Source: an optimization exercise on an open RTL-to-GDS flow (aim: small area, a short achievable clock period and few clock cycles per item). Production flows keep margins and buffers that such runs may drop.
In this exercise RTL edits were held to simulation tests only and were not proved equivalent to the original.
Power and IR drop assume default switching activity.

**design/flow/run.sh**
```bash
#!/bin/bash
# synth_recipe.tcl (not shown) runs the flow's synth.tcl, then flattens the netlist and writes it again
# the make line also repeats each setting of config.mk as NAME=value (left out here)
make -C /OpenROAD-flow-scripts/flow DESIGN_CONFIG=/design/flow/config.mk WORK_HOME=/design/flow/orfs CLKGATE_MAP_FILE= SYNTH_SCRIPT=/design/flow/synth_recipe.tcl finish
```
**design/flow/config.mk**
```make
export PLATFORM = sky130hd
export DESIGN_NAME = group_dominant_key_detect
export DESIGN_NICKNAME = group_dominant_key_detect
export VERILOG_FILES = /design/flow/design.v
export SDC_FILE = /design/flow/constraint.sdc
export NUM_CORES = 4
export LEC_CHECK = 0
export ABC_CLOCK_PERIOD_IN_PS = 2500
export CAP_MARGIN = 20
export CORE_MARGIN = 2
export CORE_UTILIZATION = 60
export CTS_BUF_LIST = sky130_fd_sc_hd__clkbuf_4 sky130_fd_sc_hd__clkbuf_8
export SETUP_SLACK_MARGIN = 3.5
export SLEW_MARGIN = 20
```
**design/flow/constraint.sdc**
```tcl
create_clock -name core_clock -period 6.5 [get_ports {clk}]
set_input_delay 1.3000 -clock core_clock [delete_from_list [all_inputs] [get_ports {clk}]]
set_output_delay 1.3000 -clock core_clock [all_outputs]
set_load 0.01 [all_outputs]
```
**design/flow/design.v**
```verilog
`default_nettype none
package gdk_pkg;
  localparam int KEY_W  = 16;
  localparam int SITE_W = 31;
  localparam int END_W  = 32;
  localparam int SIZE_W = 9;
  localparam int FLANK_W = 16;
  localparam int THR_W  = 16;
  localparam int CFG_AW = 3;
  localparam int CFG_DW = 32;
  localparam logic [THR_W-1:0]   THR_RESET   = 16'd655;
  localparam logic [FLANK_W-1:0] FLANK_RESET = 16'd50;
  typedef enum logic [0:0] {
    REG_SHARE_THRESHOLD = 1'b0,
    REG_FLANK_LENGTH    = 1'b1
  } gdk_reg_t;
  typedef struct packed {
    logic [THR_W-1:0]   share_threshold;
    logic [FLANK_W-1:0] flank_length;
  } gdk_cfg_t;
endpackage
`default_nettype wire
`default_nettype none
module gdk_cfg_regs
(
  input  wire logic              clk,
  input  wire logic              rst_n,
  input  wire logic              psel,
  input  wire logic              penable,
  input  wire logic              pwrite,
  input  wire logic [gdk_pkg::CFG_AW-1:0] paddr,
  input  wire logic [gdk_pkg::CFG_DW-1:0] pwdata,
  output logic      [gdk_pkg::CFG_DW-1:0] prdata,
  output logic                   pready,
  output gdk_pkg::gdk_cfg_t               cfg
);
  gdk_pkg::gdk_cfg_t cfg_r;
  logic [15:0]       rd_r;
  logic              wr_en;
  assign wr_en   = psel && penable && pwrite;
  assign pready  = 1'b1;
  assign cfg     = cfg_r;
  assign prdata  = {16'd0, rd_r};
  always_ff @(posedge clk) begin
    if (!rst_n) begin
      cfg_r.share_threshold <= gdk_pkg::THR_RESET;
      cfg_r.flank_length    <= gdk_pkg::FLANK_RESET;
    end else if (wr_en) begin
      if (paddr[2]) cfg_r.flank_length    <= pwdata[gdk_pkg::FLANK_W-1:0];
      else          cfg_r.share_threshold <= pwdata[gdk_pkg::THR_W-1:0];
    end
  end
  always_ff @(posedge clk) begin
    rd_r <= paddr[2] ? cfg_r.flank_length : cfg_r.share_threshold;
  end
endmodule
`default_nettype wire
`default_nettype none
module gdk_entry_mem #(
  parameter int DEPTH    = 64,
  parameter int KW       = 16,
  parameter int CW       = 7,
  parameter int RD_PARTS = 4
) (
  input  wire logic             clk,
  input  wire logic             rst_n,
  input  wire logic [KW-1:0]    srch_key,
  output logic      [DEPTH-1:0] srch_hit,
  input  wire logic [DEPTH-1:0] rd_sel,
  output logic      [RD_PARTS*CW-1:0] rd_cnt,
  input  wire logic             new_grp,
  input  wire logic             init,
  output logic      [DEPTH-1:0] free_sel,
  output logic                  full,
  input  wire logic             alloc,
  input  wire logic [KW-1:0]    wr_key,
  input  wire logic             cnt_we,
  input  wire logic [DEPTH-1:0] cnt_sel,
  input  wire logic [CW-1:0]    wr_cnt
);
  localparam int UW = $clog2(DEPTH + 1);
  localparam int PD = DEPTH / RD_PARTS;
  logic [KW-1:0]    key_q [DEPTH];
  logic [CW-1:0]    cnt_q [DEPTH];
  logic [UW-1:0]    n_used;
  assign full = n_used[UW-1];
  always_ff @(posedge clk) begin
    if (!rst_n) begin
      n_used <= '0;
    end else if (init) begin
      n_used <= UW'(1);
    end else if (alloc) begin
      n_used <= n_used + UW'(1);
    end
  end
  always_comb begin
    rd_cnt = '0;
    for (int i = 0; i < DEPTH; i++) begin
      rd_cnt[(i/PD)*CW +: CW] = rd_cnt[(i/PD)*CW +: CW] | (cnt_q[i] & {CW{rd_sel[i]}});
    end
  end
  for (genvar i = 0; i < DEPTH; i++) begin : g_ent
    if (i == 0) begin : g_f0
      assign free_sel[i] = new_grp || (n_used == '0);
    end else begin : g_fi
      assign free_sel[i] = !new_grp && (n_used == UW'(i));
    end
    assign srch_hit[i] = (n_used > UW'(i)) && (key_q[i] == srch_key);
    always_ff @(posedge clk) begin
      if (free_sel[i]) begin
        key_q[i] <= wr_key;
      end
      if (cnt_we && cnt_sel[i]) begin
        cnt_q[i] <= wr_cnt;
      end
    end
  end
endmodule
`default_nettype wire
`default_nettype none
module group_dominant_key_detect
#(
  parameter int MAX_KEYS  = 64,
  parameter int MAX_GROUP = 256,
  parameter int KEY_BITS  = 16
) (
  input  wire logic              clk,
  input  wire logic              rst_n,
  input  wire logic               in_valid,
  output logic                    in_ready,
  input  wire logic [gdk_pkg::KEY_W-1:0]   in_target_key,
  input  wire logic [gdk_pkg::SITE_W-1:0]  in_site_position,
  input  wire logic               in_group_end,
  output logic                    out_valid,
  input  wire logic               out_ready,
  output logic                    out_assigned,
  output logic      [gdk_pkg::KEY_W-1:0]   out_dominant_key,
  output logic      [gdk_pkg::SITE_W-1:0]  out_window_start,
  output logic      [gdk_pkg::END_W-1:0]   out_window_end,
  output logic      [gdk_pkg::SIZE_W-1:0]  out_group_size,
  output logic                    out_overflow,
  input  wire logic              psel,
  input  wire logic              penable,
  input  wire logic              pwrite,
  input  wire logic [gdk_pkg::CFG_AW-1:0] paddr,
  input  wire logic [gdk_pkg::CFG_DW-1:0] pwdata,
  output logic      [gdk_pkg::CFG_DW-1:0] prdata,
  output logic                   pready
);
  localparam int N   = MAX_KEYS;
  localparam int KW  = gdk_pkg::KEY_W;
  localparam int SW  = gdk_pkg::SITE_W;
  localparam int CW  = 7;                   
  localparam int TW  = 9;                   
  localparam int PW  = gdk_pkg::THR_W + 8;  
  gdk_pkg::gdk_cfg_t cfg;
  gdk_cfg_regs u_cfg (
    .clk     (clk),
    .rst_n   (rst_n),
    .psel    (psel),
    .penable (penable),
    .pwrite  (pwrite),
    .paddr   (paddr),
    .pwdata  (pwdata),
    .prdata  (prdata),
    .pready  (pready),
    .cfg     (cfg)
  );
  logic          open_r;                  
  logic          in_first;                
  logic          b_v, b_first, b_last;
  logic [KW-1:0] b_key;
  logic [SW-1:0] b_site;
  logic [N-1:0]  b_match;
  logic [TW-1:0] b_total;                 
  logic          b_ovf;
  logic          c_v, c_first, c_last, c_cnt_ok, c_ovf;
  logic [KW-1:0] c_key;
  logic [SW-1:0] c_site;
  logic [4*CW-1:0] c_part;                
  logic [CW-1:0] c_cnt;
  logic [N-1:0]  c_tgt;                   
  logic          b_fwd;                   
  logic          g_pend;                  
  logic [TW-1:0] g_max1;
  logic [7:0]    g_max2;
  logic [KW-1:0] g_top;
  logic [TW-1:0] g_total;
  logic [PW-1:0] g_prod;
  logic          g_ovf;
  logic [SW-1:0] g_site;
  logic          o_v;
  logic          o_assigned;
  logic [KW-1:0] o_key;
  logic [SW-1:0] o_start;
  logic [gdk_pkg::END_W-1:0] o_end;
  logic [TW-1:0] o_size;
  logic          o_ovf;
  logic xfer, stall, stall_n, go;
  logic rdy_r;                            
  logic c_v_n, c_first_n, g_pend_n, o_v_n;
  assign xfer    = g_pend && (!o_v || out_ready);
  assign go      = !stall;
  assign stall_n = c_v_n && c_first_n && g_pend_n && o_v_n;
  logic [N-1:0]  t_hit, t_free;
  logic          t_full;
  logic [4*CW-1:0] t_cnt;
  logic          b_hit, drop, cnt_ok, alloc, init;
  assign b_hit  = |b_match;
  assign init   = b_v && b_first && go;
  assign drop   = !b_first && (b_total[TW-1] || (!b_hit && t_full));
  assign cnt_ok = b_v && !drop && go;
  assign alloc  = cnt_ok && !b_hit;
  gdk_entry_mem #(
    .DEPTH    (N),
    .RD_PARTS (4),
    .KW    (KW),
    .CW    (CW)
  ) u_mem (
    .clk      (clk),
    .rst_n    (rst_n),
    .srch_key (in_target_key),
    .srch_hit (t_hit),
    .rd_sel   (b_match),
    .rd_cnt   (t_cnt),
    .new_grp  (b_v && b_first),
    .init     (init),
    .free_sel (t_free),
    .full     (t_full),
    .alloc    (alloc),
    .wr_key   (b_key),
    .cnt_we   (c_v && c_cnt_ok),           
    .cnt_sel  (c_tgt),
    .wr_cnt   (c_cnt + CW'(1))
  );
  logic          same_prev;
  logic [N-1:0]  match_nxt;
  assign in_first  = !open_r;
  assign same_prev = b_v && (in_target_key == b_key);
  always_comb begin
    if (in_first) begin
      match_nxt = '0;
    end else if (same_prev) begin
      match_nxt = b_match | t_free;
    end else if (b_v && b_first) begin
      match_nxt = '0;
    end else begin
      match_nxt = t_hit;
    end
  end
  always_ff @(posedge clk) begin
    if (!rst_n) begin
      b_v    <= 1'b0;
      open_r <= 1'b0;
    end else if (go) begin
      b_v <= in_valid;
      if (in_valid) open_r <= !in_group_end;
    end
  end
  always_ff @(posedge clk) begin
    if (go) begin
      b_match <= match_nxt;
      b_fwd   <= same_prev && !in_first;
      b_key   <= in_target_key;
      b_site  <= in_site_position;
      b_first <= in_first;
      b_last  <= in_group_end;
    end
  end
  always_ff @(posedge clk) begin
    if (b_v && go) begin
      if (b_first) begin
        b_total <= TW'(1);
        b_ovf   <= 1'b0;
      end else if (drop) begin
        b_ovf   <= 1'b1;
      end else begin
        b_total <= b_total + TW'(1);
      end
    end
  end
  assign c_v_n     = go ? b_v : c_v;
  assign c_first_n = go ? b_first : c_first;
  always_ff @(posedge clk) begin
    if (!rst_n) begin
      c_v <= 1'b0;
    end else begin
      c_v <= c_v_n;
    end
  end
  always_ff @(posedge clk) begin
    if (go) begin
      c_first  <= b_first;
      c_last   <= b_last;
      c_cnt_ok <= !drop;
      c_key    <= b_key;
      c_site   <= b_site;
      c_part   <= b_fwd ? {{(3*CW){1'b0}}, c_cnt + CW'(1)} : t_cnt;
      c_tgt    <= b_match | t_free;
      c_ovf    <= !b_first && (b_ovf || drop);
    end
  end
  assign c_cnt = c_part[0 +: CW] | c_part[CW +: CW] | c_part[2*CW +: CW] | c_part[3*CW +: CW];
  assign g_pend_n = (c_v && c_last && go) || (g_pend && !xfer);
  always_ff @(posedge clk) begin
    if (!rst_n) begin
      g_pend <= 1'b0;
    end else begin
      g_pend <= g_pend_n;
    end
  end
  always_ff @(posedge clk) begin
    if (c_v && go) begin
      g_ovf   <= c_ovf;
      if (c_first) begin
        g_total <= TW'(1);
        g_max1 <= TW'(1);
        g_max2 <= '0;
        g_top  <= c_key;
        g_prod <= PW'(cfg.share_threshold);
        g_site <= c_site;
      end else if (c_cnt_ok) begin
        g_total <= g_total + TW'(1);
        g_prod  <= g_prod + PW'(cfg.share_threshold);
        if (c_key == g_top) begin
          g_max1 <= g_max1 + TW'(1);
        end else if (TW'(c_cnt) == g_max1) begin
          g_max1 <= g_max1 + TW'(1);
          g_max2 <= g_max1[7:0];
          g_top  <= c_key;
        end else if (8'(c_cnt) == g_max2) begin
          g_max2 <= g_max2 + 8'd1;
        end
      end
    end
  end
  logic          res_assigned;
  logic [7:0]    res_lim;
  logic [SW:0]   res_diff;
  assign res_lim      = g_prod[PW-1:PW-8];
  assign res_assigned = !g_ovf && (g_max1 > TW'(res_lim)) && !(g_max2 > res_lim);
  assign res_diff     = {1'b0, g_site} - (SW+1)'(cfg.flank_length);
  assign o_v_n = xfer || (o_v && !out_ready);
  always_ff @(posedge clk) begin
    if (!rst_n) begin
      o_v <= 1'b0;
    end else begin
      o_v <= o_v_n;
    end
  end
  always_ff @(posedge clk) begin
    if (xfer) begin
      o_assigned <= res_assigned;
      o_key      <= res_assigned ? g_top : '0;
      o_start    <= res_diff[SW] ? '0 : res_diff[SW-1:0];
      o_end      <= gdk_pkg::END_W'(g_site) + gdk_pkg::END_W'(cfg.flank_length);
      o_size     <= g_total;
      o_ovf      <= g_ovf;
    end
  end
  always_ff @(posedge clk) begin
    if (!rst_n) begin
      stall <= 1'b0;
      rdy_r <= 1'b1;
    end else begin
      stall <= stall_n;
      rdy_r <= !stall_n;
    end
  end
  assign in_ready         = rdy_r;
  assign out_valid        = o_v;
  assign out_assigned     = o_assigned;
  assign out_dominant_key = o_key;
  assign out_window_start = o_start;
  assign out_window_end   = o_end;
  assign out_group_size   = o_size;
  assign out_overflow     = o_ovf;
endmodule
`default_nettype wire
```
==> results of run 1 <==
[power breakdown]
group / internal, mW / total (mW) / switching (mW)
logic: 0.397 / 1.25 / 0.850
clock network: 5.64 / 10.4 / 4.78
registers: 14.1 / 14.2 / 0.0641
total: 20.1 / 25.8 / 5.69
[routing by layer]
metal	vias to the layer above	global-route usage
li1	21070	-
met1	25160	0.4656
met2	2584	0.5232
met3	557	0.05860
met4	6	0.1286
met5	-	0
[layout by cell type, fill, tap and decap left out, types with 61 or more instances in the layout]
cell type,n
nand2_1,181
o21ai_0,77
clkinv_1,73
or2_2,70
nor2_1,165
a22o_1,101
clkdlybuf4s15_1,70
nand4_1,167
clkbuf_4,125
nor4_1,160
inv_1,61
a21oi_1,63
edfxtp_1,1926
xnor2_1,588
a221oi_1,92
and3_1,103
clkbuf_8,346
xor2_1,568
buf_4,160
ha_1,65
[layout make-up]
| type | instances | area share |
|---|---|---|
| clock inverters | 93 | 0.004398 |
| clock buffers | 471 | 0.06054 |
| diodes | 10 | 0.0002657 |
| well taps | 1794 | 0.02384 |
| repair buffers | 358 | 0.03657 |
| inverters | 66 | 0.002976 |
| multi-input cells | 3010 | 0.2438 |
| flip-flops and latches | 1989 | 0.6277 |
[worst min-delay path by stage]
stage | end | slack (ns) | cells after the start
finish | g_site[14]$_DFFE_PP_ | 0.39 | 0
global route | g_site[16]$_DFFE_PP_ | 0.40 | 0
CTS | g_site[14]$_DFFE_PP_ | 0.39 | 0
detailed placement | c_site[8]$_DFFE_PN_ | 0.40 | 0
global placement | g_site[29]$_DFFE_PP_ | 0.40 | 0
floorplan | c_last$_DFFE_PN_ | 0.40 | 0
[what timing repair did]
item | in CTS | in global routing
hold buffers | 0 | 0
cloned | 1 | 2
resized for setup | 318 | 53
buffers inserted | 12 | 19
setup endpoints to repair | 765 | 258
pin swaps | 6 | 6
[logic make-up (layout without fill, tap and decap cells)]
group / count (synthesis) / in the layout
compound gates: 652 / 653
xor+xnor: 1161 / 1161
fa+ha+maj: 76 / 76
buf+inv: 357 / 988
flops: 1989 / 1989
mux: 29 / 29
other cells: 2 / 27
simple gates: 1074 / 1074
[registers in the layout, summed over array words and instances (netlist names), 31 cells and up]
signal,cells
u_cfg.cfg_r,32
b_match,64
o_start,31
b_site,31
c_site,31
u_mem.key_q,1024
c_tgt,64
u_mem.cnt_q,448
o_end,32
g_site,31
==> impl_metrics.ini, run 1 <==
[placement]
dp_hpwl_um = 138700
placed_area_um2 = 87100
numPortBuffers = 179
place_ws_ns = 1.610
place_inst = 7182
gp_congestion = 0.9526

[setup_path]
worstSetupPathType = flip-flop to flip-flop
slowest_delay_ns = 0.45
reg2reg_depth = 8
cp_top_family = simple AND/OR/NAND/NOR gates
cp_cell_sequence = buf_4, and2_1, nor2_1, o31a_4, buf_4, nand2_1, a21o_1, o2bb2ai_1
worstReg2RegEnd = b_match[48]$_SDFFCE_PN0N_
crit_path_end_kind = flip-flop
crit_buf_inv = 2
r2r_start = b_first$_DFFE_PN_
worstPathArrival_ns = 3.82
critPathLaunchType = flip-flop
cp.depth = 8
crit_top_cell = buf_4
cp_max_fo = 18
slowest_stage = nor2_1
crit_end = b_match[48]$_SDFFCE_PN0N_
r2r_setup_slack_ns = 3.52
critPathLaunch = b_first$_DFFE_PN_
required_ns = 7.34

[synth]
synth_compound_area_frac = 0.05864
yosysMostFrequentCell = edfxtp_1
synth_async_sr_flop_share = 0
synth-edff-count = 1926
synth_top_area_share = 0.6981
ys_ff_latch = 1989
synth_flop_cell = edfxtp_1
synth_commonest_cells = 1926 x edfxtp_1, 592 x xnor2_1, 569 x xor2_1
synth_warnings = 5
synth_area_leaders = edfxtp_1 70%, xnor2_1 6.3%, xor2_1 6.0%
syn_area_um2 = 82850
yosys.area.top_type = edfxtp_1
synth.avg_cell_area_um2 = 15.52
synthAdderAreaFrac = 0.01175
synth_xor_xnor_area_share = 0.1227
synth_cell_type_count = 82
synth-simple-area-share = 0.07084
synth_top_family_by_area = XOR/XNOR gates
yosysSeqAreaShare = 0.7133
muxShareOfSynthArea = 0.003881
postSynthCellCount = 5340

[worst_hold_path]
holdCritStartpoint = c_site[14]$_DFFE_PN_
worstHoldPathType = flip-flop to flip-flop

[global_route]
grt_pass1_wl_um = 333300
grt.total_usage = 0.3320
grt_antenna_before_repair = 19
grt_pass1_vias = 47130
grt_max_degree = 180
overflow = 0

[floorplan]
die_h_um = 375.6
row_count = 136
die_area_um2 = 141100
start_util = 0.6033
io_pins = 215
die_x_um = 375.6
coreArea_um2 = 137300

[routing]
wl_per_cell_um = 30.38
dr_total_vias = 49380
drt_pass1_iterations = 7
met1Wirelength_um = 95630
routed.top_layer = met5
viasPerCell = 6.338
drcViolationCount = 0
initialDrtViolationCount = 6406
wl_um = 236700
wl_met2_um = 110900
drtAntennaViolNets = 0
routed-wl-met3_um = 20920

[cts]
cts.clk_slew.worst_paths_ns = 0.06
h-tree-depth = 5
clock_tree.buffer_depth = 4
cts_sinks = 1989
cts_tree = yes
clock_latency_ns = 1.02
clock-root-buffer = clkbuf_8
numCtsBuffers = 334

[timing]
skew_ns = 0.06587
finalHoldViolCount = 0
slew_headroom = 0.2462
setup_ws_ns = 3.515
hold_ws_ns = 0.3867
final.period_utilization = 0.4592
worst_pin_slew_ns = 1.131
fin_tns_setup_ns = 0
fmax_ghz = 0.3350
fin_crit_ns = 2.985
setup_viol_count_final = 0
slew_violations = 0
rsz0062_at_grt = false

[pwr]
p_per_area_nw_per_um2 = 274.3
power_mw = 25.83
ir_drop_uv = 219.7
p_leak_nw = 31.61

[finish]
layout-area-overhead-vs-synth_pct = 13.66
final_nets = 5925
fin_area_um2 = 94170
seq_area_um2 = 59110
multi_input_area_um2 = 22950
final_cells = 7791
nFillCells = 9628
drive_gt1_frac = 0.1548
fin_util = 0.6857

[run_status]
status = no timing/DRC/antenna violations

[job]
maxCapViolations = 0
Testbench counts, summed over its fixed seeds: cycles 32,383, items 32,211.
==> inputs of run 2 (changes only) <==
--- a/design/flow/config.mk
+++ b/design/flow/config.mk
@@ -11,4 +11,4 @@
 export CORE_UTILIZATION = 60
 export CTS_BUF_LIST = sky130_fd_sc_hd__clkbuf_4 sky130_fd_sc_hd__clkbuf_8
-export SETUP_SLACK_MARGIN = 3.5
+export SETUP_SLACK_MARGIN = 3.8
 export SLEW_MARGIN = 20
==> run 2 against run 1 <==
  * Clock-buffer cell count shrank 5
  * Utilization grew 1.1 points
  * Routed wire length grew 2.7%
  * Combinational power grew 6%
  * Clock power is essentially flat
  * Final area grew 1.6%
  * Die area is the same
  * Register-to-register slack gained 0.21 ns
  * Worst setup slack gained 0.11 ns
  * Non-clock buffer count grew 82
  * Power grew 1.5%
  * First-iteration DRC count grew 5.5%
  * Still clean
==> impl_metrics.ini, run 2 <==
[run_status]
status = no timing/DRC/antenna violations

[global_route]
grt_pass1_vias = 47800
grt_pass1_wl_um = 340000
grt_antenna_before_repair = 18
grt.total_usage = 0.3393
overflow = 0
grt_max_degree = 134

[cts]
h-tree-depth = 5
clock_tree.buffer_depth = 4
cts_sinks = 1989
clock_latency_ns = 1.02
cts_tree = yes
clock-root-buffer = clkbuf_8
cts.clk_slew.worst_paths_ns = 0.06
cts_hold_buf = 0
numCtsBuffers = 334

[floorplan]
start_util = 0.6033
die_h_um = 375.6
coreArea_um2 = 137300
die_x_um = 375.6
io_pins = 215
die_area_um2 = 141100
row_count = 136

[synth]
postSynthCellCount = 5340
yosysMostFrequentCell = edfxtp_1
synth_area_leaders = edfxtp_1 70%, xnor2_1 6.3%, xor2_1 6.0%
synth.avg_cell_area_um2 = 15.52
synth-edff-count = 1926
synth_cell_type_count = 82
synth_async_sr_flop_share = 0
yosysSeqAreaShare = 0.7133
synth_top_area_share = 0.6981
synth_compound_area_frac = 0.05864
muxShareOfSynthArea = 0.003881
synth_top_family_by_area = XOR/XNOR gates
synth_warnings = 5
synth_xor_xnor_area_share = 0.1227
synthAdderAreaFrac = 0.01175
yosys.area.top_type = edfxtp_1
ys_ff_latch = 1989
synth_commonest_cells = 1926 x edfxtp_1, 592 x xnor2_1, 569 x xor2_1
syn_area_um2 = 82850
synth_flop_cell = edfxtp_1
synth-simple-area-share = 0.07084

[routing]
wl_um = 243100
drt_pass1_iterations = 7
wl_per_cell_um = 30.84
dr_total_vias = 50460
drtAntennaViolNets = 0
initialDrtViolationCount = 6760
drcViolationCount = 0
viasPerCell = 6.401

[setup_path]
crit_path_end_kind = output port
cp_max_fo = 1
cp_cell_sequence = buf_2
worstPathArrival_ns = 1.58
slowest_delay_ns = 0.40
worstSetupPathType = flip-flop to output port
critPathLaunchType = flip-flop
crit_buf_inv = 1
cp_top_family = flip-flops
slowest_stage = edfxtp_1
required_ns = 5.20

[pwr]
ir_drop_uv = 216.2
p_leak_nw = 32.47
power_mw = 26.22
p_per_area_nw_per_um2 = 274.1

[timing]
setup_viol_count_final = 0
worst_pin_slew_ns = 1.176
final.period_utilization = 0.4426
slew_violations = 0
finalHoldViolCount = 0
fin_crit_ns = 2.877
fin_tns_setup_ns = 0
fmax_ghz = 0.3476
slew_headroom = 0.2159
rsz0062_at_grt = true
skew_ns = 0.04487

[finish]
fin_area_um2 = 95640
drive_gt1_frac = 0.2050
layout-area-overhead-vs-synth_pct = 15.44
reg.largest.list = u_mem.key_q (1024), u_mem.cnt_q (448)
nFillCells = 9296
final_nets = 6014
mostFrequentLayoutCell = edfxtp_1
final_cell_mix = 1926 x edfxtp_1, 588 x xnor2_1, 568 x xor2_1
largest_reg_flops = 1024
regMostFlops = u_mem.key_q
fin_util = 0.6965

[placement]
placed_area_um2 = 87480
dp_hpwl_um = 139600
gp_congestion = 0.9314
numPortBuffers = 179

[job]
maxCapViolations = 0

[worst_hold_path]
worstHoldPathType = flip-flop to flip-flop
run 2: cell counts after synthesis:
Identical to the previous run, type by type.
run 2: report_power, final:
part / switching [mW] / internal [mW] / total, mW
clock network: 4.86 / 5.87 / 10.7
logic: 0.887 / 0.435 / 1.32
registers: 0.0642 / 14.1 / 14.2
total: 5.81 / 20.4 / 26.2
run 2: path summary, 6_finish.rpt:
| path | from | end | slack [ns] | cells past startpoint |
|---|---|---|---|---|
| hold / removal | b_site[21]$_DFFE_PN_ | c_site[21]$_DFFE_PN_ | 0.41 | 0 |
| setup / recovery | o_end[28]$_DFFE_PP_ | out_window_end[28] | 3.62 | 1 |
| setup reg to reg | u_mem.n_used[3]$_SDFFE_PP0P_ | u_mem.key_q[9][5]$_DFFE_PP_ | 3.73 | 6 |
| hold reg to reg | b_site[21]$_DFFE_PN_ | c_site[21]$_DFFE_PN_ | 0.41 | 0 |
run 2: layer usage:
metal | share of wire | wire, um | track usage
met2 | 0.46 | 112500 | 0.5217
met1 | 0.40 | 97000 | 0.4815
met5 | 0.00040 | 98 | 0
met4 | 0.037 | 9031 | 0.1334
met3 | 0.10 | 24410 | 0.06821
run 2: final cells by class:
class / instances / area (um^2) / area share
Antenna cell: 7 / 17.52 / 0.0001831
Clock buffer: 466 / 5669 / 0.05927
Clock inverter: 104 / 635.6 / 0.006646
Inverter: 66 / 275.3 / 0.002878
Multi-Input combinational cell: 3015 / 23770 / 0.2486
Sequential cell: 1989 / 59140 / 0.6183
Tap cell: 1794 / 2245 / 0.02347
Timing Repair Buffer: 440 / 3876 / 0.04053
Timing Repair inverter: 2 / 13.76 / 0.0001439
run 2: cell families after synthesis:
family / count (synthesis)
and+or+nand+nor: 1074
muxes: 29
DFF: 1989
AOI/OAI and AO/OA: 652
buffers and inverters: 357
xor gates and xnor gates: 1161
other: 2
adders and majority gates: 76
run 2: per-stage QoR:
stage | setup WS [ns] | instances | hold slack [ns]
2_1_floorplan | 1.830 | 5355 | 0.4003
3_3_place_gp | 1.947 | 7193 | 0.4006
3_5_place_dp | 1.957 | 7193 | 0.4045
4_1_cts | 3.539 | 7809 | 0.4132
5_1_grt | 3.529 | 7883 | 0.4199
6_report | 3.623 | 7883 | 0.4062
run 2: timing repair:
| item | in CTS | in global routing |
|---|---|---|
| endpoints found under the setup margin | 1256 | 336 |
| resized for setup | 648 | 108 |
| pin swaps | 24 | 39 |
| setup buffers | 37 | 62 |
| cloned | 9 | 5 |
==> inputs of run 3 (changes only) <==
--- a/design/flow/config.mk
+++ b/design/flow/config.mk
@@ -11,4 +11,4 @@
 export CORE_UTILIZATION = 60
 export CTS_BUF_LIST = sky130_fd_sc_hd__clkbuf_4 sky130_fd_sc_hd__clkbuf_8
-export SETUP_SLACK_MARGIN = 3.8
+export SETUP_SLACK_MARGIN = 4.1
 export SLEW_MARGIN = 20
==> run 3 against run 2 <==
  * Sequential share of layout area fell by 2.8 points
  * Die area unchanged
  * Final area grew 4.7%
  * Fmax down 1.9%
  * Critical path type unchanged
  * Critical endpoint is now out_dominant_key[3]
  * Highest routed layer unchanged
==> impl_metrics.ini, run 3 <==
[cts]
cts_tree = yes
numCtsBuffers = 333
clock-root-buffer = clkbuf_8
clock_latency_ns = 1.03
cts_sinks = 1989
clock_tree.buffer_depth = 4
h-tree-depth = 5
cts.clk_slew.worst_paths_ns = 0.06

[setup_path]
critPathLaunch = o_key[3]$_SDFFCE_PN0P_
required_ns = 5.20
slowest_stage = edfxtp_1
worstPathArrival_ns = 1.63
worstReg2RegEnd = o_start[2]$_SDFFCE_PN0P_
cp_cell_sequence = buf_2
cp_max_fo = 1
cp_top_family = flip-flops
crit_path_end_kind = output port
worstSetupPathType = flip-flop to output port
reg2reg_depth = 11
cp.depth = 1
crit_end = out_dominant_key[3]
slowest_delay_ns = 0.45
r2r_setup_slack_ns = 3.81
critPathLaunchType = flip-flop
crit_buf_inv = 1
r2r_start = g_site[10]$_DFFE_PP_

[synth]
synth-edff-count = 1926
yosysSeqAreaShare = 0.7133
synth_warnings = 5
synth_top_area_share = 0.6981
yosysMostFrequentCell = edfxtp_1
synth_flop_cell = edfxtp_1
synth_commonest_cells = 1926 x edfxtp_1, 592 x xnor2_1, 569 x xor2_1
synth_async_sr_flop_share = 0
synth_cell_type_count = 82
synth.avg_cell_area_um2 = 15.52
synth_area_leaders = edfxtp_1 70%, xnor2_1 6.3%, xor2_1 6.0%
yosys.area.top_type = edfxtp_1
syn_area_um2 = 82850
postSynthCellCount = 5340
ys_ff_latch = 1989

[routing]
routed.top_layer = met5
drtAntennaViolNets = 0
wl_um = 253000
initialDrtViolationCount = 6448
wl_met2_um = 119100
dr_total_vias = 51450
wl_per_cell_um = 31.27
drcViolationCount = 0
routed-wl-met3_um = 24670
drt_pass1_iterations = 6
met1Wirelength_um = 97790
viasPerCell = 6.360

[timing]
worst_pin_slew_ns = 1.233
setup_viol_count_final = 0
rsz0062_at_grt = true
skew_ns = 0.06884
fin_tns_setup_ns = 0
final.period_utilization = 0.4513
slew_headroom = 0.1773
hold_ws_ns = 0.4019
fmax_ghz = 0.3409
slew_violations = 0
fin_crit_ns = 2.933
finalHoldViolCount = 0

[run_status]
status = no timing/DRC/antenna violations

[global_route]
grt.total_usage = 0.3511
overflow = 0
grt_pass1_wl_um = 350800
grt_pass1_vias = 48830
grt_max_degree = 159
grt_antenna_before_repair = 16

[floorplan]
start_util = 0.6033
row_count = 136
io_pins = 215
die_h_um = 375.6
die_area_um2 = 141100
coreArea_um2 = 137300
die_x_um = 375.6

[finish]
largest_reg_flops = 1024
layout-area-overhead-vs-synth_pct = 20.92
mostFrequentLayoutCell = edfxtp_1
reg.largest.list = u_mem.key_q (1024), u_mem.cnt_q (448)
final_nets = 6203
drive_gt1_frac = 0.2590
regMostFlops = u_mem.key_q
final_cell_mix = 1926 x edfxtp_1, 582 x xnor2_1, 567 x xor2_1

[pwr]
p_leak_nw = 34.32
p_per_area_nw_per_um2 = 262.6
ir_drop_uv = 202.5

[placement]
numPortBuffers = 179
gp_congestion = 0.9620
dp_hpwl_um = 138300

[worst_hold_path]
worstHoldPathType = flip-flop to flip-flop

[job]
maxCapViolations = 0
==> run 3: timing repair <==
| action | CTS | global route |
|---|---|---|
| pin swaps | 116 | 121 |
| resized for setup | 933 | 248 |
| endpoints found under the setup margin | 1894 | 775 |
| endpoints found under the hold margin | 0 | 0 |
| hold buffers | 0 | 0 |
| cloned | 34 | 14 |
| buffers inserted | 155 | 107 |
==> run 3: routing by layer <==
layer | vias to the layer above | global-route usage
met5 | - | 0
met3 | 625 | 0.06158
met4 | 2 | 0.1500
met1 | 26180 | 0.4891
met2 | 2983 | 0.5510
li1 | 21660 | -
==> run 3: worst min path at each step <==
stage | start | endpoint | slack [ns] | cells past startpoint
final | b_site[11]$_DFFE_PN_ | c_site[11]$_DFFE_PN_ | 0.40 | 0
after global routing | b_site[11]$_DFFE_PN_ | c_site[11]$_DFFE_PN_ | 0.41 | 0
after CTS | b_site[11]$_DFFE_PN_ | c_site[11]$_DFFE_PN_ | 0.40 | 0
after detailed placement | b_site[14]$_DFFE_PN_ | c_site[14]$_DFFE_PN_ | 0.40 | 0
after global placement | b_site[16]$_DFFE_PN_ | c_site[16]$_DFFE_PN_ | 0.40 | 0
after floorplan | b_last$_DFFE_PN_ | c_last$_DFFE_PN_ | 0.40 | 0
==> run 3: power breakdown <==
part | total (mW) | switching (mW) | internal, mW
registers | 14.2 | 0.0733 | 14.1
clock network | 10.6 | 4.82 | 5.77
logic | 1.54 | 0.967 | 0.572
total | 26.3 | 5.86 | 20.5
==> run 3: cells by family after synthesis <==
logic type | after synthesis | share of synthesized area
multiplexers | 29 | 0.003881
adder cells (fa/ha/maj) | 76 | 0.01175
other | 2 | 0.00009064
buffers and inverters | 357 | 0.01877
AND/OR/NAND/NOR | 1074 | 0.07084
XOR/XNOR | 1161 | 0.1227
AO/OA/AOI/OAI | 652 | 0.05864
flip-flops | 1989 | 0.7133
==> run 3: final cells by class <==
cell class | instances | area, um^2
Antenna cell | 17 | 42.54
Clock buffer | 464 | 5648
Clock inverter | 113 | 603.1
Fill cell | 8687 | 37140
Inverter | 66 | 287.8
Multi-Input combinational cell | 3012 | 25400
Sequential cell | 1989 | 59170
Tap cell | 1794 | 2245
Timing Repair Buffer | 628 | 6731
Timing Repair inverter | 7 | 63.81
==> run 3: stage by stage <==
step	worst slack (ns)	cell area (um^2)	utilization	std cells	total power, mW
after floorplan	1.830	83810	-	5355	15.14
after global routing	3.527	100200	0.7295	8084	27.03
after detailed placement	1.592	87640	0.6382	7186	15.63
final	3.567	100200	0.7296	8090	26.31
after global placement	1.584	87630	0.6382	7185	15.61
after CTS	3.514	97760	0.7119	7952	26.32
==> inputs of run 4 (changes only) <==
--- a/design/flow/config.mk
+++ b/design/flow/config.mk
@@ -9,6 +9,6 @@
 export CAP_MARGIN = 20
 export CORE_MARGIN = 2
-export CORE_UTILIZATION = 60
+export CORE_UTILIZATION = 68
 export CTS_BUF_LIST = sky130_fd_sc_hd__clkbuf_4 sky130_fd_sc_hd__clkbuf_8
-export SETUP_SLACK_MARGIN = 4.1
+export SETUP_SLACK_MARGIN = 3.9
 export SLEW_MARGIN = 20
==> run 4 against run 3 <==
  * Fmax rose by 1.9%
  * Synthesized area is the same
  * Critical endpoint is now out_window_end[21]
  * Register-to-register slack got worse by 0.10 ns
  * Highest routed layer unchanged
  * Power is 2.1% lower
  * Synthesized cell count unchanged
  * Still clean
  * Critical path depth unchanged
==> impl_metrics.ini, run 4 <==
[worst_hold_path]
worstHoldPathType = flip-flop to flip-flop

[pwr]
p_leak_nw = 32.40
p_per_area_nw_per_um2 = 269.1
p_sw_mw = 5.678
p_seq_frac = 0.551
clockPowerShare = 0.398
ir_drop_uv = 309.4
switching_share = 0.2205
power_frac_comb = 0.052
p_int_mw = 20.07

[synth]
postSynthCellCount = 5340
synth_flop_cell = edfxtp_1
yosysMostFrequentCell = edfxtp_1
synth_async_sr_flop_share = 0
synth_top_area_share = 0.6981
syn_area_um2 = 82850
yosys.area.top_type = edfxtp_1
synth_area_leaders = edfxtp_1 70%, xnor2_1 6.3%, xor2_1 6.0%
synth-edff-count = 1926
synth_warnings = 5
yosysSeqAreaShare = 0.7133
ys_ff_latch = 1989
synth_cell_type_count = 82
synth_commonest_cells = 1926 x edfxtp_1, 592 x xnor2_1, 569 x xor2_1
synth.avg_cell_area_um2 = 15.52

[global_route]
grt_max_degree = 83
overflow = 0
grt_pass1_vias = 48350
grt.total_usage = 0.3711
grt_antenna_before_repair = 15
grt_pass1_wl_um = 331100

[floorplan]
die_x_um = 353.1
die_h_um = 353.1
io_pins = 215
row_count = 128
start_util = 0.6825
coreArea_um2 = 121400
die_area_um2 = 124600

[cts]
cts_sinks = 1989
h-tree-depth = 5
clock_tree.buffer_depth = 4
numCtsBuffers = 325
cts.clk_slew.worst_paths_ns = 0.06
clock_latency_ns = 1.01
clock-root-buffer = clkbuf_8
cts_tree = yes

[placement]
numPortBuffers = 179
gp_congestion = 0.9232
dp_hpwl_um = 134700
placed_area_um2 = 87190

[routing]
drtAntennaViolNets = 0
initialDrtViolationCount = 7092
wl_um = 235800
wl_per_cell_um = 30.65
drt_pass1_iterations = 6
viasPerCell = 6.599
drcViolationCount = 0
dr_total_vias = 50770

[setup_path]
cp_cell_sequence = buf_2
slowest_stage = edfxtp_1
slowest_delay_ns = 0.41
required_ns = 5.20
critPathLaunch = o_end[21]$_DFFE_PP_
crit_path_end_kind = output port
r2r_setup_slack_ns = 3.71
cp_max_fo = 1
critPathLaunchType = flip-flop
worstReg2RegEnd = b_total[5]$_SDFFCE_PP0P_
crit_buf_inv = 1
r2r_start = b_match[16]$_SDFFCE_PN0N_
reg2reg_depth = 7
cp.depth = 1
worstSetupPathType = flip-flop to output port
crit_end = out_window_end[21]
cp_top_family = flip-flops
worstPathArrival_ns = 1.58

[finish]
nFillCells = 6999
mostFrequentLayoutCell = edfxtp_1
layout-area-overhead-vs-synth_pct = 15.49
fin_area_um2 = 95680
drive_gt1_frac = 0.2124
reg.largest.list = u_mem.key_q (1024), u_mem.cnt_q (448)
regMostFlops = u_mem.key_q
largest_reg_flops = 1024
final_nets = 6007
final_cell_mix = 1926 x edfxtp_1, 587 x xnor2_1, 567 x xor2_1

[timing]
fmax_ghz = 0.3474
fin_crit_ns = 2.879
worst_pin_slew_ns = 1.060
skew_ns = 0.05894
slew_headroom = 0.2919
rsz0062_at_grt = true
fin_tns_setup_ns = 0
final.period_utilization = 0.4429
setup_viol_count_final = 0
finalHoldViolCount = 0
slew_violations = 0

[job]
maxCapViolations = 0

[run_status]
status = no timing/DRC/antenna violations
[run 4: worst min-delay path by stage]
| stage | start | endpoint | slack [ns] | depth (start not counted) |
|---|---|---|---|---|
| global placement | c_site[15]$_DFFE_PN_ | g_site[15]$_DFFE_PP_ | 0.40 | 0 |
| global route | b_site[18]$_DFFE_PN_ | c_site[18]$_DFFE_PN_ | 0.37 | 0 |
| CTS | c_site[27]$_DFFE_PN_ | g_site[27]$_DFFE_PP_ | 0.36 | 0 |
| finish | c_site[27]$_DFFE_PN_ | g_site[27]$_DFFE_PP_ | 0.37 | 0 |
| detailed placement | b_site[23]$_DFFE_PN_ | c_site[23]$_DFFE_PN_ | 0.40 | 0 |
| floorplan | b_last$_DFFE_PN_ | c_last$_DFFE_PN_ | 0.40 | 0 |
[run 4: final cells by class]
type,instances,area (um^2),area share
flip-flops and latches,1989,59170,0.6184
inverters,66,291.5,0.003047
clock buffers,441,5381,0.05624
multi-input cells,3015,24190,0.2528
diodes,13,32.53,0.0003400
well taps,1625,2033,0.02125
repair buffers,442,4006,0.04187
repair inverters,2,17.52,0.0001831
clock inverters,101,564.3,0.005897
[run 4: kinds of logic after synthesis]
| group | count (synthesis) | share of synthesized area |
|---|---|---|
| AND/OR/NAND/NOR | 1074 | 0.07084 |
| adder cells (fa/ha/maj) | 76 | 0.01175 |
| buffers and inverters | 357 | 0.01877 |
| AO/OA/AOI/OAI | 652 | 0.05864 |
| multiplexers | 29 | 0.003881 |
| XOR/XNOR | 1161 | 0.1227 |
| other | 2 | 0.00009064 |
| flip-flops | 1989 | 0.7133 |
[run 4: per-layer routing]
| layer | global-route usage | wire [um] | vias to the layer above |
|---|---|---|---|
| li1 | - | - | 21220 |
| met4 | 0.1695 | 11720 | 2 |
| met3 | 0.07726 | 27560 | 678 |
| met2 | 0.5700 | 108800 | 3511 |
| met5 | 0 | 13 | - |
| met1 | 0.5195 | 87730 | 25360 |
[run 4: timing repair]
action / CTS / global route
buffers inserted: 61 / 55
gates cloned: 10 / 6
hold buffers: 0 / 0
setup endpoints to repair: 1421 / 462
hold endpoints to repair: 0 / 0
gates resized for setup: 703 / 180
pin swaps: 49 / 70
[run 4: metrics by stage]
| step | utilization | hold slack (ns) | std cells | total power, mW | worst slack, ns |
|---|---|---|---|---|---|
| finish | 0.7882 | 0.3722 | 7694 | 25.75 | 3.621 |
| global route | 0.7881 | 0.3750 | 7688 | 26.39 | 3.583 |
| CTS | 0.7767 | 0.3634 | 7620 | 25.71 | 3.560 |
| detailed placement | 0.7182 | 0.4045 | 7007 | 15.62 | 1.808 |
| global placement | 0.7181 | 0.4012 | 7006 | 15.59 | 1.814 |
| floorplan | - | 0.4003 | 5355 | 15.14 | 1.830 |
[run 4: power by group through the flow]
stage | sequential [mW] | clock (mW) | combinational [mW]
6_report | 14.2 | 10.2 | 1.33
5_1_grt | 14.2 | 10.8 | 1.38
4_1_cts | 14.2 | 10.3 | 1.24
3_5_place_dp | 14.5 | 0 | 1.16
3_3_place_gp | 14.5 | 0 | 1.14
2_1_floorplan | 14.5 | 0 | 0.670
==> inputs of run 5 (changes only) <==
--- a/design/flow/config.mk
+++ b/design/flow/config.mk
@@ -9,6 +9,8 @@
 export CAP_MARGIN = 20
 export CORE_MARGIN = 2
-export CORE_UTILIZATION = 68
-export CTS_BUF_LIST = sky130_fd_sc_hd__clkbuf_4 sky130_fd_sc_hd__clkbuf_8
-export SETUP_SLACK_MARGIN = 3.9
+export CORE_UTILIZATION = 60
+export CTS_BUF_LIST = sky130_fd_sc_hd__clkbuf_8 sky130_fd_sc_hd__clkbuf_16
+export CTS_CLUSTER_DIAMETER = 45
+export CTS_CLUSTER_SIZE = 18
+export SETUP_SLACK_MARGIN = 3.5
 export SLEW_MARGIN = 20
==> run 5 against run 4 <==
  * Routed wire length shrank 0.74%
  * Worst setup slack lost 0.13 ns
  * Synthesized area is the same
  * Sequential power is essentially flat
  * Highest routed layer unchanged
==> impl_metrics.ini, run 5 <==
[run_status]
status = no timing/DRC/antenna violations

[floorplan]
die_x_um = 375.6
row_count = 136
die_h_um = 375.6
io_pins = 215
start_util = 0.6033
die_area_um2 = 141100
coreArea_um2 = 137300

[timing]
slew_headroom = 0.2194
finalHoldViolCount = 0
slew_violations = 0
final.period_utilization = 0.4626
setup_viol_count_final = 0
fin_crit_ns = 3.007
rsz0062_at_grt = true
skew_ns = 0.04138
fin_tns_setup_ns = 0
fmax_ghz = 0.3326
worst_pin_slew_ns = 1.171

[synth]
yosysSeqAreaShare = 0.7133
ys_ff_latch = 1989
synth_area_leaders = edfxtp_1 70%, xnor2_1 6.3%, xor2_1 6.0%
synth_warnings = 5
synth_top_area_share = 0.6981
synth.avg_cell_area_um2 = 15.52
synth_async_sr_flop_share = 0
synth_flop_cell = edfxtp_1
synth-edff-count = 1926
yosys.area.top_type = edfxtp_1
postSynthCellCount = 5340
syn_area_um2 = 82850
synth_commonest_cells = 1926 x edfxtp_1, 592 x xnor2_1, 569 x xor2_1
yosysMostFrequentCell = edfxtp_1
synth_cell_type_count = 82

[global_route]
grt_pass1_vias = 46170
grt-busiest-layer = met2
grt_max_degree = 180
grt_use_met3 = 0.05252
globalRouteMet1Util = 0.4685
met2_usage = 0.5275
overflow = 0
grt_antenna_before_repair = 18
grt.total_usage = 0.3308
grt_pass1_wl_um = 331200

[cts]
h-tree-depth = 4
cts_tree = yes
clock_latency_ns = 0.84
numCtsBuffers = 187
clock_tree.buffer_depth = 3
cts_sinks = 1989
cts.clk_slew.worst_paths_ns = 0.07
clock-root-buffer = clkbuf_16
cts_hold_buf = 0

[placement]
numPortBuffers = 179
placed_area_um2 = 87100
gp_congestion = 0.9526
dp_hpwl_um = 138700

[setup_path]
r2r_setup_slack_ns = 3.49
required_ns = 7.21
reg2reg_depth = 7
worstSetupPathType = flip-flop to flip-flop
worstPathArrival_ns = 3.72
critPathLaunchType = flip-flop
cp_max_fo = 9
crit_path_end_kind = flip-flop

[routing]
viasPerCell = 6.415
dr_total_vias = 48560
drtAntennaViolNets = 0
wl_per_cell_um = 30.92
drt_pass1_iterations = 6
drcViolationCount = 0
wl_um = 234100
initialDrtViolationCount = 6268

[job]
maxCapViolations = 0

[finish]
reg.largest.list = u_mem.key_q (1024), u_mem.cnt_q (448)
nFillCells = 9442
regMostFlops = u_mem.key_q
layout-area-overhead-vs-synth_pct = 14.02
final_cell_mix = 1926 x edfxtp_1, 588 x xnor2_1, 567 x xor2_1
final_nets = 5778
largest_reg_flops = 1024
mostFrequentLayoutCell = edfxtp_1
fin_area_um2 = 94470
drive_gt1_frac = 0.1270

[worst_hold_path]
hold_depth = 0
worstHoldPathType = flip-flop to flip-flop

[pwr]
p_leak_nw = 31.66
ir_drop_uv = 354.2
p_per_area_nw_per_um2 = 285.0
[run 5: cell counts after synthesis]
Identical to the previous run, type by type.
[run 5: worst max-delay path: stages (launching register included)]
cell and delay, ns:
edfxtp_1 0.64, nor4_1 0.49, nand4_1 0.32, nor4_4 0.43, o211a_1 0.56, nand4_1 0.19, xnor2_1 0.19, nor2_1 0.05
[run 5: what timing repair did]
action | 4_1_cts | 5_1_grt
endpoints found under the setup margin | 689 | 268
gates resized for setup | 189 | 55
hold endpoints to repair | 0 | 0
buffers inserted | 15 | 17
pin swaps | 7 | 5
cloned | 2 | 0
[run 5: power by group]
part           internal [mW]  switching (mW)
Combinational          0.396           0.848
Sequential              14.1          0.0648
Clock                   6.32            5.20
[run 5: layer usage]
layer / vias up / share of wire / wire, um
met3: 498 / 0.091 / 21230
met4: 4 / 0.037 / 8555
met1: 24740 / 0.40 / 93850
met2: 2543 / 0.47 / 110400
met5: - / 0.000098 / 23
li1: 20780 / - / -
[run 5: layout make-up]
| cell class | count | area (um^2) | share of cell area |
|---|---|---|---|
| clock inverters | 158 | 1821 | 0.01927 |
| multi-input cells | 3010 | 22950 | 0.2429 |
| well taps | 1794 | 2245 | 0.02376 |
| inverters | 66 | 284.0 | 0.003006 |
| repair buffers | 358 | 3326 | 0.03520 |
| diodes | 5 | 12.51 | 0.0001324 |
| clock buffers | 190 | 4732 | 0.05009 |
| flip-flops and latches | 1989 | 59100 | 0.6256 |
[run 5: kinds of logic after synthesis]
logic type,synth area share
muxes,0.003881
xor gates and xnor gates,0.1227
other,0.00009064
and+or+nand+nor,0.07084
buffers and inverters,0.01877
DFF,0.7133
AOI/OAI and AO/OA,0.05864
adders and majority gates,0.01175
[run 5: path summary, 6_finish.rpt]
check	endpoint	start
hold reg to reg	g_site[17]$_DFFE_PP_	c_site[17]$_DFFE_PN_
hold / removal	g_site[17]$_DFFE_PP_	c_site[17]$_DFFE_PN_
setup / recovery	u_mem.n_used[6]$_SDFFE_PP0P_	b_match[41]$_SDFFCE_PN0N_
setup reg to reg	u_mem.n_used[6]$_SDFFE_PP0P_	b_match[41]$_SDFFCE_PN0N_
[run 5: stage by stage]
stage / util / setup slack [ns] / total power, mW / hold WS, ns / instances
global placement: 0.6342 / 1.576 / 15.63 / 0.4006 / 7181
detailed placement: 0.6343 / 1.610 / 15.64 / 0.4045 / 7182
global route: 0.6879 / 3.467 / 27.56 / 0.4230 / 7569
finish: 0.6879 / 3.493 / 26.93 / 0.4073 / 7570
CTS: 0.6851 / 3.502 / 27.00 / 0.4076 / 7547
floorplan: - / 1.830 / 15.13 / 0.4003 / 5355
==> inputs of run 6 (changes only) <==
--- a/design/flow/design.v
+++ b/design/flow/design.v
@@ -168,5 +168,9 @@
   );
   logic          open_r;                  
-  logic          in_first;                
+  logic          a_v, a_first, a_last;   
+  logic          a_same;                  
+  logic [KW-1:0] a_key;
+  logic [SW-1:0] a_site;
+  logic          a_v_n;
   logic          b_v, b_first, b_last;
   logic [KW-1:0] b_key;
@@ -220,5 +224,5 @@
     .clk      (clk),
     .rst_n    (rst_n),
-    .srch_key (in_target_key),
+    .srch_key (a_key),
     .srch_hit (t_hit),
     .rd_sel   (b_match),
@@ -236,8 +240,7 @@
   logic          same_prev;
   logic [N-1:0]  match_nxt;
-  assign in_first  = !open_r;
-  assign same_prev = b_v && (in_target_key == b_key);
+  assign same_prev = a_same;
   always_comb begin
-    if (in_first) begin
+    if (a_first) begin
       match_nxt = '0;
     end else if (same_prev) begin
@@ -249,11 +252,28 @@
     end
   end
+  assign a_v_n = rdy_r ? in_valid : (a_v && stall);
   always_ff @(posedge clk) begin
     if (!rst_n) begin
-      b_v    <= 1'b0;
+      a_v    <= 1'b0;
       open_r <= 1'b0;
+    end else begin
+      a_v <= a_v_n;
+      if (in_valid && rdy_r) open_r <= !in_group_end;
+    end
+  end
+  always_ff @(posedge clk) begin
+    if (rdy_r) begin
+      a_key   <= in_target_key;
+      a_site  <= in_site_position;
+      a_last  <= in_group_end;
+      a_first <= !open_r;
+      a_same  <= a_v ? (in_target_key == a_key) : (stall && b_v && (in_target_key == b_key));
+    end
+  end
+  always_ff @(posedge clk) begin
+    if (!rst_n) begin
+      b_v <= 1'b0;
     end else if (go) begin
-      b_v <= in_valid;
-      if (in_valid) open_r <= !in_group_end;
+      b_v <= a_v;
     end
   end
@@ -261,9 +281,9 @@
     if (go) begin
       b_match <= match_nxt;
-      b_fwd   <= same_prev && !in_first;
-      b_key   <= in_target_key;
-      b_site  <= in_site_position;
-      b_first <= in_first;
-      b_last  <= in_group_end;
+      b_fwd   <= same_prev && !a_first;
+      b_key   <= a_key;
+      b_site  <= a_site;
+      b_first <= a_first;
+      b_last  <= a_last;
     end
   end
@@ -365,5 +385,5 @@
     end else begin
       stall <= stall_n;
-      rdy_r <= !stall_n;
+      rdy_r <= !(a_v_n && stall_n);
     end
   end
--- a/design/flow/config.mk
+++ b/design/flow/config.mk
@@ -10,7 +10,5 @@
 export CORE_MARGIN = 2
 export CORE_UTILIZATION = 60
-export CTS_BUF_LIST = sky130_fd_sc_hd__clkbuf_8 sky130_fd_sc_hd__clkbuf_16
-export CTS_CLUSTER_DIAMETER = 45
-export CTS_CLUSTER_SIZE = 18
+export CTS_BUF_LIST = sky130_fd_sc_hd__clkbuf_4 sky130_fd_sc_hd__clkbuf_8
 export SETUP_SLACK_MARGIN = 3.5
 export SLEW_MARGIN = 20
==> run 6 against run 5 <==
  * Still clean
  * Via count grew 3.2%
  * Synthesized area grew 2.2%
  * First-iteration DRC count shrank 5.2%
  * Highest routed layer unchanged
==> impl_metrics.ini, run 6 <==
[finish]
reg.largest.list = u_mem.key_q (1024), u_mem.cnt_q (448)
seq_area_um2 = 60630
layout-area-overhead-vs-synth_pct = 13.20
regMostFlops = u_mem.key_q
fin_area_um2 = 95840
final_cell_mix = 1976 x edfxtp_1, 625 x xor2_1, 532 x xnor2_1
multi_input_area_um2 = 23030
drive_gt1_frac = 0.1460
largest_reg_flops = 1024
final_nets = 6087
nFillCells = 9737
mostFrequentLayoutCell = edfxtp_1

[routing]
drcViolationCount = 0
dr_total_vias = 50110
met1Wirelength_um = 96620
drt_pass1_iterations = 5
wl_per_cell_um = 29.70
drtAntennaViolNets = 0
routed-wl-met3_um = 20830
initialDrtViolationCount = 5945
routed.top_layer = met5
wl_um = 238600
viasPerCell = 6.237
wl_met2_um = 112800

[timing]
slew_headroom = 0.2486
skew_ns = 0.07622
rsz0062_at_grt = true
fin_crit_ns = 2.982
final.period_utilization = 0.4588
setup_ws_ns = 3.518
fmax_ghz = 0.3353
fin_tns_setup_ns = 0
slew_violations = 0
worst_pin_slew_ns = 1.127
setup_viol_count_final = 0
finalHoldViolCount = 0

[synth]
synth_cell_type_count = 81
synth_area_leaders = edfxtp_1 70%, xor2_1 6.5%, xnor2_1 5.5%
synth.avg_cell_area_um2 = 15.40
ys_ff_latch = 2040
synth_flop_cell = edfxtp_1
synth_commonest_cells = 1976 x edfxtp_1, 626 x xor2_1, 536 x xnor2_1
synth_warnings = 5
yosysSeqAreaShare = 0.7160
synth-edff-count = 1976
yosys.area.top_type = edfxtp_1
synth_top_area_share = 0.7008
syn_area_um2 = 84670
synth_async_sr_flop_share = 0
yosysMostFrequentCell = edfxtp_1
postSynthCellCount = 5499

[setup_path]
critPathLaunchType = flip-flop
crit_top_cell = buf_4
cp_max_fo = 25
worstPathArrival_ns = 3.85
slowest_stage = nor4_1
worstSetupPathType = flip-flop to flip-flop
crit_path_end_kind = flip-flop
slowest_delay_ns = 0.78
cp_cell_sequence = buf_4, buf_4, xnor2_1, nand4_1, nor4_1, a22o_1
required_ns = 7.37

[global_route]
grt_pass1_wl_um = 338400
grt_pass1_vias = 48050
grt_antenna_before_repair = 16
grt_max_degree = 160
grt.total_usage = 0.3262
overflow = 0

[cts]
clock_tree.buffer_depth = 4
cts_sinks = 2040
cts_tree = yes
numCtsBuffers = 340
cts_hold_buf = 0
h-tree-depth = 5
clock_latency_ns = 1.04
cts.clk_slew.worst_paths_ns = 0.06
clock-root-buffer = clkbuf_8

[floorplan]
die_x_um = 379.6
row_count = 137
die_area_um2 = 144100
coreArea_um2 = 139700
io_pins = 215
start_util = 0.6060
die_h_um = 379.6

[placement]
place_ws_ns = 2.465
placed_area_um2 = 89190
gp_congestion = 0.9118
numPortBuffers = 179
dp_hpwl_um = 141000

[run_status]
status = no timing/DRC/antenna violations

[pwr]
ir_drop_uv = 219.3
p_per_area_nw_per_um2 = 273.6
p_leak_nw = 32.35
power_mw = 26.22

[job]
maxCapViolations = 0

[worst_hold_path]
worstHoldPathType = flip-flop to flip-flop
-- run 6: layout make-up --
type,instances,share of cell area
Inverter,68,0.002781
Sequential cell,2040,0.6326
Multi-Input combinational cell,3102,0.2403
Timing Repair inverter,2,0.0001044
Antenna cell,8,0.0002089
Clock inverter,116,0.005718
Clock buffer,454,0.05847
Tap cell,1876,0.02449
Timing Repair Buffer,368,0.03535
-- run 6: worst max-delay path: cells and delay by family, from the launching register on --
kind            cells  cell delay, ns
compound gates      1            0.24
xor+xnor            1            0.19
buf+inv             2            1.13
flops               1            0.35
simple gates        2            0.88
-- run 6: kinds of logic after synthesis --
family | after synthesis | share of synthesized area
DFF | 2040 | 0.7160
other | 2 | 0.00008870
xor gates and xnor gates | 1162 | 0.1202
adders and majority gates | 75 | 0.01135
AOI/OAI and AO/OA | 649 | 0.05617
buffers and inverters | 373 | 0.01785
and+or+nand+nor | 1164 | 0.07392
muxes | 34 | 0.004448
-- run 6: repair_timing --
item / CTS / global route
gates cloned: 2 / 1
pin swaps: 5 / 5
buffers inserted: 12 / 10
resized for setup: 271 / 34
endpoints found under the setup margin: 676 / 301
-- run 6: stage by stage --
step / hold slack (ns) / std cells / util
2_1_floorplan: 0.4003 / 5514 / -
3_3_place_gp: 0.4005 / 7429 / 0.6384
3_5_place_dp: 0.4045 / 7429 / 0.6384
4_1_cts: 0.3869 / 8013 / 0.6842
5_1_grt: 0.3974 / 8031 / 0.6860
6_report: 0.3948 / 8034 / 0.6860
-- run 6: layer usage --
| metal | track usage | up-vias |
|---|---|---|
| met4 | 0.1128 | 12 |
| li1 | - | 21580 |
| met5 | 0 | - |
| met3 | 0.05402 | 534 |
| met2 | 0.5181 | 2614 |
| met1 | 0.4617 | 25370 |
-- run 6: final timing paths --
check	start	endpoint	slack (ns)	cells past startpoint
setup / recovery	a_key[12]$_DFFE_PP_	b_match[17]$_SDFFCE_PP0N_	3.52	6
hold / removal	c_site[13]$_DFFE_PN_	g_site[13]$_DFFE_PP_	0.39	0
setup reg to reg	a_key[12]$_DFFE_PP_	b_match[17]$_SDFFCE_PP0N_	3.52	6
hold reg to reg	c_site[13]$_DFFE_PN_	g_site[13]$_DFFE_PP_	0.39	0
-- run 6: power breakdown --
part | switching [mW] | total (mW) | leakage [nW] | internal [mW]
clock | 4.94 | 10.6 | 3.26 | 5.63
combinational | 0.765 | 1.13 | 10.2 | 0.369
sequential | 0.0698 | 14.5 | 18.9 | 14.4
total | 5.77 | 26.2 | 32.3 | 20.4
Testbench counts of run 6, summed over its fixed seeds: cycles 32,391, items 32,211.

==> what the ideal ports hide <==
No port has a modelled driver above. Below, the same layouts with a new extraction and two added sets of constraints. Step 1 (the two cells are an assumption about what drives the block):
set clk [get_ports {clk}]
set_driving_cell -lib_cell sky130_fd_sc_hd__clkbuf_16 $clk
set_driving_cell -lib_cell sky130_fd_sc_hd__buf_2 [delete_from_list [all_inputs] $clk]
Step 2 adds t to the input delays and takes it off the output delays; t is the mean of the earliest and latest rising clock arrival at the registers after step 1. Input paths then give back, and output paths get back, about the clock's delay inside the block. a / b / c = ideal ports / drivers / drivers and shift; a / b = the first two.
run	shift t [ns]	slack for setup (ns)	clock arrival spread, ns	cell pins on the clock port's net
run 1	1.064	3.515 / 3.491 / 2.509	0.072 / 0.072	1
run 2	1.078	3.623 / 3.544 / 2.650	0.048 / 0.048	1
run 3	1.079	3.567 / 3.486 / 2.894	0.069 / 0.069	1
run 4	1.066	3.621 / 3.544 / 2.746	0.074 / 0.074	1
run 5	0.907	3.493 / 3.493 / 2.629	0.044 / 0.043	1
run 6	1.081	3.518 / 3.471 / 2.806	0.084 / 0.084	1
After both steps every run listed still meets setup and hold. For run 1, which loses most, drivers alone change the setup slack by -0.024 ns; drivers and shift together by -1.006 ns.
